This design comes from an exercise in tuning for small area, a short achievable clock period and few clock cycles per item on the open sky130 flow, not from production work. The RTL was checked by simulation tests, not by an equivalence proof against the original design. Power is estimated from default activity; no workload was simulated.

===== design/flow/constraint.sdc =====
create_clock -name core_clock -period 11.0 [get_ports {clk}]
set_input_delay 2.2000 -clock core_clock [delete_from_list [all_inputs] [get_ports {clk}]]
set_output_delay 2.2000 -clock core_clock [all_outputs]
set_load 0.01 [all_outputs]

===== design/flow/run.sh =====
#!/bin/bash
# synth_recipe.tcl (not shown) runs the flow's synth.tcl, then flattens the netlist and writes it again
# the make line also repeats each setting of config.mk as NAME=value (left out here)
make -C /OpenROAD-flow-scripts/flow DESIGN_CONFIG=/design/flow/config.mk WORK_HOME=/design/flow/orfs CLKGATE_MAP_FILE= SYNTH_SCRIPT=/design/flow/synth_recipe.tcl finish

===== design/flow/design.v =====
`default_nettype none
module rar_gcd #(
  parameter int WIDTH = 62
) (
  input  logic             clk,
  input  logic             rst,
  input  logic             start,
  input  logic [WIDTH-1:0] x,
  input  logic [WIDTH-1:0] y,
  output logic             done,
  output logic [WIDTH-1:0] result
);
  localparam int KW = (WIDTH > 1) ? $clog2(WIDTH) : 1;
  typedef enum logic [1:0] {G_IDLE, G_RUN, G_RESTORE} gcd_state_t;
  gcd_state_t       state;
  logic [WIDTH-1:0] u;
  logic [WIDTH-1:0] v;
  logic [KW-1:0]    k;
  logic [WIDTH:0]   diff_uv;
  logic [WIDTH:0]   diff_vu;
  assign diff_uv = {1'b0, u} - {1'b0, v};
  assign diff_vu = {1'b0, v} - {1'b0, u};
  assign result  = v;
  always_ff @(posedge clk) begin
    if (rst) begin
      state <= G_IDLE;
      done  <= 1'b0;
    end else begin
      done <= 1'b0;
      case (state)
        G_IDLE: begin
          if (start) begin
            u     <= x;
            v     <= y;
            k     <= '0;
            state <= G_RUN;
          end
        end
        G_RUN: begin
          if (u == '0) begin
            state <= G_RESTORE;
          end else if (!u[0] && !v[0]) begin
            u <= u >> 1;
            v <= v >> 1;
            k <= k + 1'b1;
          end else if (!u[0]) begin
            u <= u >> 1;
          end else if (!v[0]) begin
            v <= v >> 1;
          end else if (!diff_uv[WIDTH]) begin
            u <= {1'b0, diff_uv[WIDTH-1:1]};
          end else begin
            v <= {1'b0, diff_vu[WIDTH-1:1]};
          end
        end
        G_RESTORE: begin
          if (k == '0) begin
            done  <= 1'b1;
            state <= G_IDLE;
          end else begin
            v <= v << 1;
            k <= k - 1'b1;
          end
        end
        default: state <= G_IDLE;
      endcase
    end
  end
endmodule
`default_nettype wire
`default_nettype none
module rar_divider #(
  parameter int WIDTH = 62
) (
  input  logic             clk,
  input  logic             rst,
  input  logic             start,
  input  logic [WIDTH-1:0] dividend,
  input  logic [WIDTH-1:0] divisor,
  output logic             done,
  output logic [WIDTH-1:0] quotient,
  output logic [WIDTH-1:0] remainder
);
  localparam int CW = (WIDTH > 1) ? $clog2(WIDTH) : 1;
  logic             busy;
  logic [CW-1:0]    count;
  logic [WIDTH-1:0] dvs;
  logic [WIDTH:0]   trial;
  logic [WIDTH:0]   diff;
  assign trial = {remainder, quotient[WIDTH-1]};
  assign diff  = trial - {1'b0, dvs};
  always_ff @(posedge clk) begin
    if (rst) begin
      busy <= 1'b0;
      done <= 1'b0;
    end else begin
      done <= 1'b0;
      if (start) begin
        busy      <= 1'b1;
        count     <= CW'(WIDTH - 1);
        quotient  <= dividend;
        remainder <= '0;
        dvs       <= divisor;
      end else if (busy) begin
        if (diff[WIDTH]) begin
          remainder <= trial[WIDTH-1:0];
        end else begin
          remainder <= diff[WIDTH-1:0];
        end
        quotient <= {quotient[WIDTH-2:0], ~diff[WIDTH]};
        if (count == '0) begin
          busy <= 1'b0;
          done <= 1'b1;
        end else begin
          count <= count - 1'b1;
        end
      end
    end
  end
endmodule
`default_nettype wire
`default_nettype none
module rational_arith_reduce_top #(
  parameter int OPERAND_BITS = 31
) (
  input  logic        clk,
  input  logic        rst,
  input  logic        req_valid,
  output logic        req_ready,
  input  logic [2:0]  req_kind,
  input  logic [30:0] req_num_a,
  input  logic [30:0] req_den_a,
  input  logic [30:0] req_num_b,
  input  logic [30:0] req_den_b,
  output logic        res_valid,
  input  logic        res_ready,
  output logic        res_divide_by_zero,
  output logic        res_negative,
  output logic [61:0] res_whole_part,
  output logic [61:0] res_frac_numerator,
  output logic [61:0] res_frac_denominator
);
  localparam int W  = OPERAND_BITS;    
  localparam int PW = 2 * W;           
  localparam int AW = PW + 1;          
  typedef enum logic [3:0] {
    S_IDLE, S_MUL, S_CHK, S_W0, S_W1, S_W2, S_G1, S_G2, S_GL, S_E, S_ES, S_OUT
  } state_t;
  state_t          state;
  logic [1:0]      prod;        
  logic [AW-1:0]   ra;          
  logic [PW-1:0]   rb;          
  logic [PW-1:0]   rw;          
  logic [PW-1:0]   ru;          
  logic [PW-1:0]   rv;          
  logic [W-1:0]    rv_lo;
  logic            yprev;       
  logic            pneg;        
  logic            is_addsub;
  logic            dneg;        
  logic            nneg;        
  logic [5:0]      cnt;         
  logic [5:0]      kk;          
  logic [5:0]      tt;          
  logic            xsel;        
  logic            neg_r;
  logic            dbz_r;
  logic [W-1:0] px, py;
  logic         p_last;
  logic         p_negate;
  logic         k_addsub, k_sub, k_mul, k_div;
  assign rv_lo    = rv[W-1:0];
  assign k_addsub = (req_kind == 3'd0) || (req_kind == 3'd1);
  assign k_sub    = (req_kind == 3'd1);
  assign k_mul    = (req_kind == 3'd2);
  assign k_div    = (req_kind == 3'd3);
  logic [1:0] lp;
  logic       cur_last;
  assign lp       = (state == S_MUL) ? prod + 2'd1 : 2'd0;
  assign cur_last = (prod == 2'd2) || (prod == 2'd1 && !is_addsub);
  always_comb begin
    px       = req_den_a;
    py       = req_den_b;
    p_last   = 1'b0;
    p_negate = 1'b0;
    case (lp)
      2'd0: begin  
        px       = req_den_a;
        py       = k_div ? req_num_b : ((k_addsub || k_mul) ? req_den_b : W'(1));
        p_negate = px[W-1] ^ py[W-1];
      end
      2'd1: begin  
        px       = req_num_a;
        py       = k_mul ? req_num_b : ((k_addsub || k_div) ? req_den_b : W'(1));
        p_last   = !k_addsub;
        p_negate = !k_addsub && (px[W-1] ^ py[W-1]);
      end
      default: begin  
        px       = req_num_b;
        py       = req_den_a;
        p_last   = 1'b1;
        p_negate = k_sub;
      end
    endcase
  end
  logic [W-1:0] mx_mag, my_mag;
  logic         p_swap;
  logic [W-1:0] mcand, mplier;
  assign mx_mag = px ^ {W{px[W-1]}};
  assign my_mag = py ^ {W{py[W-1]}};
  assign p_swap = my_mag > mx_mag;
  assign mcand  = p_swap ? py : px;
  assign mplier = p_swap ? px : py;
  logic       b_zero, b_two, b_neg;
  logic       mul_done;
  always_comb begin
    case ({rv_lo[1:0], yprev})
      3'b000, 3'b111: begin b_zero = 1'b1; b_two = 1'b0; b_neg = 1'b0; end
      3'b001, 3'b010: begin b_zero = 1'b0; b_two = 1'b0; b_neg = 1'b0; end
      3'b011:         begin b_zero = 1'b0; b_two = 1'b1; b_neg = 1'b0; end
      3'b100:         begin b_zero = 1'b0; b_two = 1'b1; b_neg = 1'b1; end
      default:        begin b_zero = 1'b0; b_two = 1'b0; b_neg = 1'b1; end
    endcase
  end
  assign mul_done = ((rv_lo == '0) && !yprev) || ((rv_lo == '1) && yprev);
  logic do_load;
  assign do_load   = ((state == S_IDLE) && req_valid) ||
                     ((state == S_MUL) && mul_done && !cur_last) ||
                     ((state == S_OUT) && res_ready && req_valid);
  assign req_ready = (state == S_MUL) && mul_done && !cur_last && p_last;
  logic [AW-1:0] add_a, add_b, add_bx, sum;
  logic          add_sub;
  logic [PW-1:0] w2_a;         
  logic [PW-1:0] xreg;         
  assign w2_a = {rw[PW-2:0], ra[PW-1]};
  assign xreg = xsel ? rb : rw;
  always_comb begin
    add_a   = '0;
    add_b   = '0;
    add_sub = 1'b0;
    case (state)
      S_MUL: begin
        add_a   = ra;
        add_b   = b_zero ? '0 : (b_two ? {ru, 1'b0} : {ru[PW-1], ru});
        add_sub = b_neg ^ pneg;
      end
      S_CHK: begin
        add_a   = '0;
        add_b   = ra;
        add_sub = 1'b1;
      end
      S_W1:    add_a = ra;
      S_W2: begin
        add_a   = {1'b0, w2_a};
        add_b   = {1'b0, rb};
        add_sub = 1'b1;
      end
      S_G1:    add_a = {1'b0, rw};
      S_G2:    add_a = {1'b0, rb};
      S_GL: begin
        add_a   = {1'b0, ru};
        add_b   = {1'b0, rv};
        add_sub = 1'b1;
      end
      S_E: begin
        add_a   = {1'b0, xreg};
        add_b   = xreg[0] ? {1'b0, rv} : '0;
        add_sub = 1'b1;
      end
      S_ES:    add_a = {1'b0, xreg};
      default: ;
    endcase
  end
  assign add_bx = add_b ^ {AW{add_sub}};
  assign sum    = add_a + add_bx + AW'(add_sub);
  logic [PW-1:0] dx;
  logic [5:0]    ctz;
  logic          dx_zero;
  assign dx      = add_a[PW-1:0] ^ add_b[PW-1:0];
  assign dx_zero = (dx == '0);
  always_comb begin
    ctz = 6'd63;
    for (int i = PW - 1; i >= 0; i--) begin
      if (dx[i]) ctz = 6'(i);
    end
  end
  logic          gl_neg;
  logic [PW-1:0] rot_in, rot_out;
  logic [5:0]    rot_amt;
  logic          rot_mode;      
  logic [6:0]    e_end;         
  logic          e_final;
  logic [5:0]    e_famt;
  assign gl_neg  = sum[AW-1];
  assign e_end   = 7'(ctz) + 7'(tt);
  assign e_final = xreg[0] && (dx_zero || e_end >= 7'd62);
  assign e_famt  = 6'd62 - tt + kk;
  always_comb begin
    rot_in   = sum[PW-1:0];
    rot_amt  = ctz;
    rot_mode = 1'b0;
    case (state)
      S_W1: begin
        rot_amt  = cnt + 6'd1;
        rot_mode = 1'b1;
      end
      S_GL: rot_in = sum[PW-1:0] ^ {PW{gl_neg}};
      S_E: begin
        rot_in   = sum[PW-1:0] | PW'(xreg[0]);
        rot_mode = 1'b1;
        if (e_final) rot_amt = e_famt;
      end
      S_ES: rot_amt = kk;
      default: ;
    endcase
  end
  always_comb begin
    logic [PW-1:0] t;
    t = rot_in;
    for (int l = 0; l < 6; l++) begin
      if (rot_amt[l]) begin
        logic [PW-1:0] n;
        for (int i = 0; i < PW; i++) begin
          if (i + (1 << l) < PW) n[i] = t[i + (1 << l)];
          else                   n[i] = rot_mode & t[i + (1 << l) - PW];
        end
        t = n;
      end
    end
    rot_out = t;
  end
  logic [PW-1:0] w_mask;
  always_comb begin
    for (int i = 0; i < PW; i++) w_mask[i] = (7'(i) < (7'd61 - 7'(cnt)));
  end
  logic [5:0] lz_a, lz_b;
  always_comb begin
    lz_a = 6'd62;
    for (int i = 0; i < PW; i++) if (ra[i]) lz_a = 6'(PW - 1 - i);
    lz_b = 6'd62;
    for (int i = 0; i < PW; i++) if (rb[i]) lz_b = 6'(PW - 1 - i);
  end
  logic ra_zero, rb_zero, rw_zero, rv_one;
  assign ra_zero = (ra == '0);
  assign rb_zero = (rb == '0);
  assign rw_zero = (rw == '0);
  assign rv_one  = (rv == PW'(1));
  assign res_whole_part       = ra[PW-1:0];
  assign res_frac_numerator   = rw;
  assign res_frac_denominator = rb;
  assign res_negative         = neg_r;
  assign res_divide_by_zero   = dbz_r;
  always_ff @(posedge clk) begin
    if (rst) begin
      state     <= S_IDLE;
      res_valid <= 1'b0;
    end else begin
      if (do_load) begin
        logic [1:0] np;
        np = lp;
        prod  <= np;
        ru    <= {{(PW-W){mcand[W-1]}}, mcand};
        rv[W-1:0] <= mplier;
        yprev <= 1'b0;
        state <= S_MUL;
        ra    <= '0;
        if (state == S_MUL) begin
          if (np == 2'd1) rb <= ra[PW-1:0];
          if (np == 2'd2) ra <= ra;
        end
      end
      case (state)
        S_IDLE: ;
        S_MUL: begin
          if (!mul_done) begin
            ra    <= sum;
            ru    <= {ru[PW-3:0], 2'b00};
            rv[W-1:0] <= {{2{rv_lo[W-1]}}, rv_lo[W-1:2]};
            yprev <= rv_lo[1];
          end else if (!do_load) begin
            state <= S_CHK;
          end
        end
        S_CHK: begin
          if (rb_zero) begin
            dbz_r <= 1'b1;
            neg_r <= 1'b0;
            ra    <= '0;
            rw    <= '0;
            state <= S_OUT;
            res_valid <= 1'b1;
          end else begin
            dbz_r <= 1'b0;
            if (ra_zero) begin
              neg_r <= 1'b0;
              rw    <= '0;
              rb    <= PW'(1);
              state <= S_OUT;
              res_valid <= 1'b1;
            end else begin
              if (is_addsub) begin
                neg_r <= ra[AW-1] ^ dneg;
                if (ra[AW-1]) ra <= sum;
              end else begin
                neg_r <= nneg ^ dneg;
              end
              state <= S_W0;
            end
          end
        end
        S_W0: begin
          if (lz_a > lz_b) begin
            rw    <= ra[PW-1:0];
            ra    <= '0;
            state <= S_G1;
          end else begin
            cnt   <= lz_b - lz_a;
            state <= S_W1;
          end
        end
        S_W1: begin
          rw    <= rot_out & w_mask;
          ra    <= {1'b0, rot_out & ~w_mask};
          state <= S_W2;
        end
        S_W2: begin
          if (!sum[AW-1]) rw <= sum[PW-1:0];
          else            rw <= w2_a;
          ra <= {1'b0, ra[PW-2:0], !sum[AW-1]};
          cnt <= cnt - 6'd1;
          if (cnt == 6'd0) state <= S_G1;
        end
        S_G1: begin
          if (rw_zero) begin
            rb        <= PW'(1);
            state     <= S_OUT;
            res_valid <= 1'b1;
          end else begin
            ru    <= rot_out;
            kk    <= ctz;
            state <= S_G2;
          end
        end
        S_G2: begin
          rv    <= rot_out;
          if (ctz < kk) kk <= ctz;
          state <= S_GL;
        end
        S_GL: begin
          if (dx_zero) begin
            xsel  <= 1'b0;
            tt    <= '0;
            state <= rv_one ? S_ES : S_E;
          end else if (gl_neg) begin
            rv <= rot_out | PW'(1);
          end else begin
            ru <= rot_out | PW'(1);
          end
        end
        S_E: begin
          if (xsel) rb <= rot_out;
          else      rw <= rot_out;
          tt <= tt + ctz;
          if (e_final) begin
            tt   <= '0;
            xsel <= 1'b1;
            if (xsel) begin
              state     <= S_OUT;
              res_valid <= 1'b1;
            end
          end
        end
        S_ES: begin
          if (xsel) rb <= rot_out;
          else      rw <= rot_out;
          xsel <= 1'b1;
          if (xsel) begin
            state     <= S_OUT;
            res_valid <= 1'b1;
          end
        end
        S_OUT: begin
          if (res_ready) begin
            res_valid <= 1'b0;
            if (!do_load) state <= S_IDLE;
          end
        end
        default: state <= S_IDLE;
      endcase
      if (do_load) begin
        if (state != S_MUL) begin
          is_addsub <= k_addsub;
          dneg      <= p_negate;
        end
        pneg <= p_negate;
        if (lp == 2'd1) nneg <= p_negate;
      end
    end
  end
endmodule
`default_nettype wire

===== design/flow/config.mk =====
export PLATFORM = sky130hd
export DESIGN_NAME = rational_arith_reduce_top
export DESIGN_NICKNAME = rational_arith_reduce_top
export VERILOG_FILES = /design/flow/design.v
export SDC_FILE = /design/flow/constraint.sdc
export NUM_CORES = 4
export LEC_CHECK = 0
export CAP_MARGIN = 20
export CORE_MARGIN = 2
export CORE_UTILIZATION = 40
export SETUP_SLACK_MARGIN = 0.2
export SLEW_MARGIN = 20

==> impl_metrics.yaml <==
global_routing:
  grt_pass1_wl_mm: 426
  grt_pass1_vias: 52400
  antenna_found_initial: 12
  grt_remaining_overflow: 0
  track_usage_pct: 52.2
  grt_start_max_net_pins: 105
logic_synthesis:
  yosysTopAreaCell: "edfxtp_1"
  ys_top_cells_by_area: "edfxtp_1 (23%), mux2i_1 (6.4%), a21oi_1 (5.5%), xnor2_1 (5.5%), nor2_1 (4.0%)"
  synth_edf_count: 339
  syn_area_sq_um: 44700
  synth_flop_cell: "edfxtp_1"
  yosys_warnings: 1
  muxShareOfSynthArea_pct: 9.09
  ys_ff_latch: 344
  async_flop_share_pct: 0
  syn_avg_cell_area_sq_um: 7.85
  synth_compound_area_share_pct: 33.6
  synth_nets: 5948
  synthCells: 5687
  synth_top_family_by_area: "compound AO/OA/AOI/OAI gates"
  synthXorXnorAreaFrac_pct: 6.57
  ys_types: 106
  synth_adder_area_share_pct: 3.75
  yosys.area.top_type_share_pct: 22.8
  synth-simple-area-share_pct: 16.7
  yosysSeqAreaShare_pct: 23.0
setup_path:
  slowest_delay_ps: 800
  path_class: "reg2reg"
  crit_end: "ru[43]$_DFFE_PN_"
  cp.depth: 34
  path_buf_inv: 6
  critPathTopFamily: "compound AO/OA/AOI/OAI gates"
  start_kind: "flop"
  cp-startpoint: "state[3]$_SDFF_PP0_"
  rrSetupSlack_ps: 290
  critPathArrivalTime_ps: 11110
  r2r-end: "ru[43]$_DFFE_PN_"
  crit_path_max_fanout: 24
  endpoint_kind: "flop"
  reg2reg_depth: 34
  cp.required_ps: 11410
  r2r_start: "state[3]$_SDFF_PP0_"
  crit_top_cell: "buf_4"
  slowest_stage: "a222oi_1"
placed_design:
  gp_congestion: 1.15
  portBuffers: 320
  dp_hpwl_mm: 243
  place_ws_ps: 135
routing:
  wl_per_cell_um: 41.2
  dr.first_iter.drc_count: 12000
  detail-route-antenna-nets: 0
  wl_mm: 316
  num_vias: 57800
  drc: 0
  viasPerCell: 7.53
  firstDrtPassIters: 15
floorplan:
  core_sq_um: 111000
  dieArea_sq_um: 114000
  chipWidth_um: 338
  die_h_um: 338
  rows: 122
  initial_core_util_pct: 40.4
  io_pins: 321
timing:
  setup_violations: 0
  hold_viol_final: 0
  rsz0062_at_grt: "no"
  drv_slew: 0
  max_freq_ghz: 0.0934
  slew_headroom_pct: 12.6
  worst-slew-pin-transition_ps: 1300
  fin_skew_ps: 74.9
  setup_ws_ps: 294
  finalCritPeriodShare_pct: 97.3
  timing.final.crit_period_ps: 10710
  tns_ps: 0
clocking:
  postCtsHoldBufs: 0
  root_buffer: "clkbuf_16"
  cts_made_buffers: 45
  clkLatencyLatePin_ps: 690
  path_clk_slew_ps: 60
  clockBufferDepth: 3
  clock-sinks: 344
  cts_tree: "done"
  htree_levels: 2
power:
  cellLeakagePower_nw: 21.0
  ir_worst_vdd_v: 0.000239
  power_density_nw_per_um2: 241
layout:
  nets: 6411
  mostFrequentLayoutCell: "buf_4"
  final_cell_mix: "buf_4 (624), a21oi_1 (483), nor2_1 (471), nand2_1 (450), o21ai_0 (350)"
  nFillCells: 10900
  area_growth_syn_to_layout_pct: 22.7
  drive_gt1_share_pct: 15.6
run:
  drv_cap: 0
min_path:
  hold_path.class: "reg2reg"
  whs_path_depth: 2
status:
  status: "timing/DRC/antenna clean"
## how the worst min path moves through the flow
stage | from | slack, ps | end
after floorplan | res_valid$_SDFFE_PP0P_ | 520 | res_valid$_SDFFE_PP0P_
after global placement | res_valid$_SDFFE_PP0P_ | 530 | res_valid$_SDFFE_PP0P_
after detailed placement | res_valid$_SDFFE_PP0P_ | 520 | res_valid$_SDFFE_PP0P_
after CTS | res_valid$_SDFFE_PP0P_ | 530 | res_valid$_SDFFE_PP0P_
after global routing | res_valid$_SDFFE_PP0P_ | 580 | res_valid$_SDFFE_PP0P_
final | res_valid$_SDFFE_PP0P_ | 520 | res_valid$_SDFFE_PP0P_
## layer usage
layer  global-route usage [%]  wire (um)  share of wire (%)
met4                     36.5      29300                9.3
met3                     26.7      54300                 17
met1                     62.4     111000                 35
met5                     1.88        729               0.23
met2                     71.5     121000                 38
## stage by stage
stage          power [mW]  hold slack (ps)  utilization, %  area, sq um  std cells
2_1_floorplan        5.60              524               -        44700       5687
3_3_place_gp         10.8              526            47.7        52800       7559
3_5_place_dp         10.7              520            47.7        52800       7559
4_1_cts              12.4              526            49.1        54300       7641
5_1_grt              13.1              581            49.5        54800       7671
6_report             13.2              522            49.5        54800       7683
## power breakdown
part / switching, mW / internal [mW]
registers: 0.334 / 1.63
clock network: 0.733 / 0.925
logic: 6.16 / 3.43
total: 7.22 / 5.99
## cell type report
class                   instances  area [sq um]  area share (%)
diodes                         12          30.0          0.0548
clock buffers                  52          1150            2.10
clock inverters                28           388           0.708
inverters                     185           702            1.28
multi-input cells            4590         31700            57.9
flip-flops and latches        344         10300            18.8
well taps                    1488          1860            3.40
repair buffers                984          8640            15.8
## flip-flops by register name (all words and copies together) (netlist names), 2 cells and up
name	count
prod	2
rb	62
kk	6
rw	62
cnt	6
tt	6
ra	63
rv	62
ru	62
state	4
## worst min-delay path, cell delays in order (launching register included)
cell,delay [ps]
dfxtp_1,320
nor2_1,100
a311oi_1,50
## cells in the mapped netlist (all sizes together), types with 87 or more instances
library cell and count:
o21ai 361, nand2 457, a22oi 117, edfxtp 339
o221ai 102, ha 126, nor3 133, clkbuf 399
nor2 478, nand3 107, xnor2 279, buf 172
a21oi 490, a221oi 136, inv 185, o22ai 125
mux2i 289, mux2 87
## cell families after synthesis
family                   after synthesis
AO/OA/AOI/OAI                       2158
AND/OR/NAND/NOR                     1579
buffers and inverters                756
multiplexers                         384
flip-flops                           344
XOR/XNOR                             334
adder cells (fa/ha/maj)              132
## what timing repair did
item                       4_1_cts  5_1_grt
pin swaps                        2       21
gates cloned                     1        2
setup buffers                    1       27
resized for setup                3       32
setup endpoints to repair        1      122
Testbench counts, summed over its fixed seeds: cycles 18,421, items 384.

## port drivers added, routing unchanged
No port has a modelled driver above. Below, the same layout with a new extraction and two added sets of constraints. Step 1: set_driving_cell puts a clkbuf_16 on clk and a buf_2 on each other input, an assumption about the parent block. Step 2 adds t to the input delays and takes it off the output delays; t is the mean of the earliest and latest rising clock arrival at the registers after step 1. Input paths then give back, and output paths get back, about the clock's delay inside the block. a / b / c = no drivers / after step 1 / after step 2; a / b = the first two.
shift t [ns]: 0.734
setup WS [ns]: 0.294 / 0.294 / 0.294
slew at the worst register clock pin (ns): 0.08 / 0.08
worst slew at a driven data input, ns: 0.06
pins driven straight from the clock port: 1
After both steps this run still meets setup and hold. The setup slack of this run moves by 0.000 ns with the drivers and by 0.000 ns with both steps.
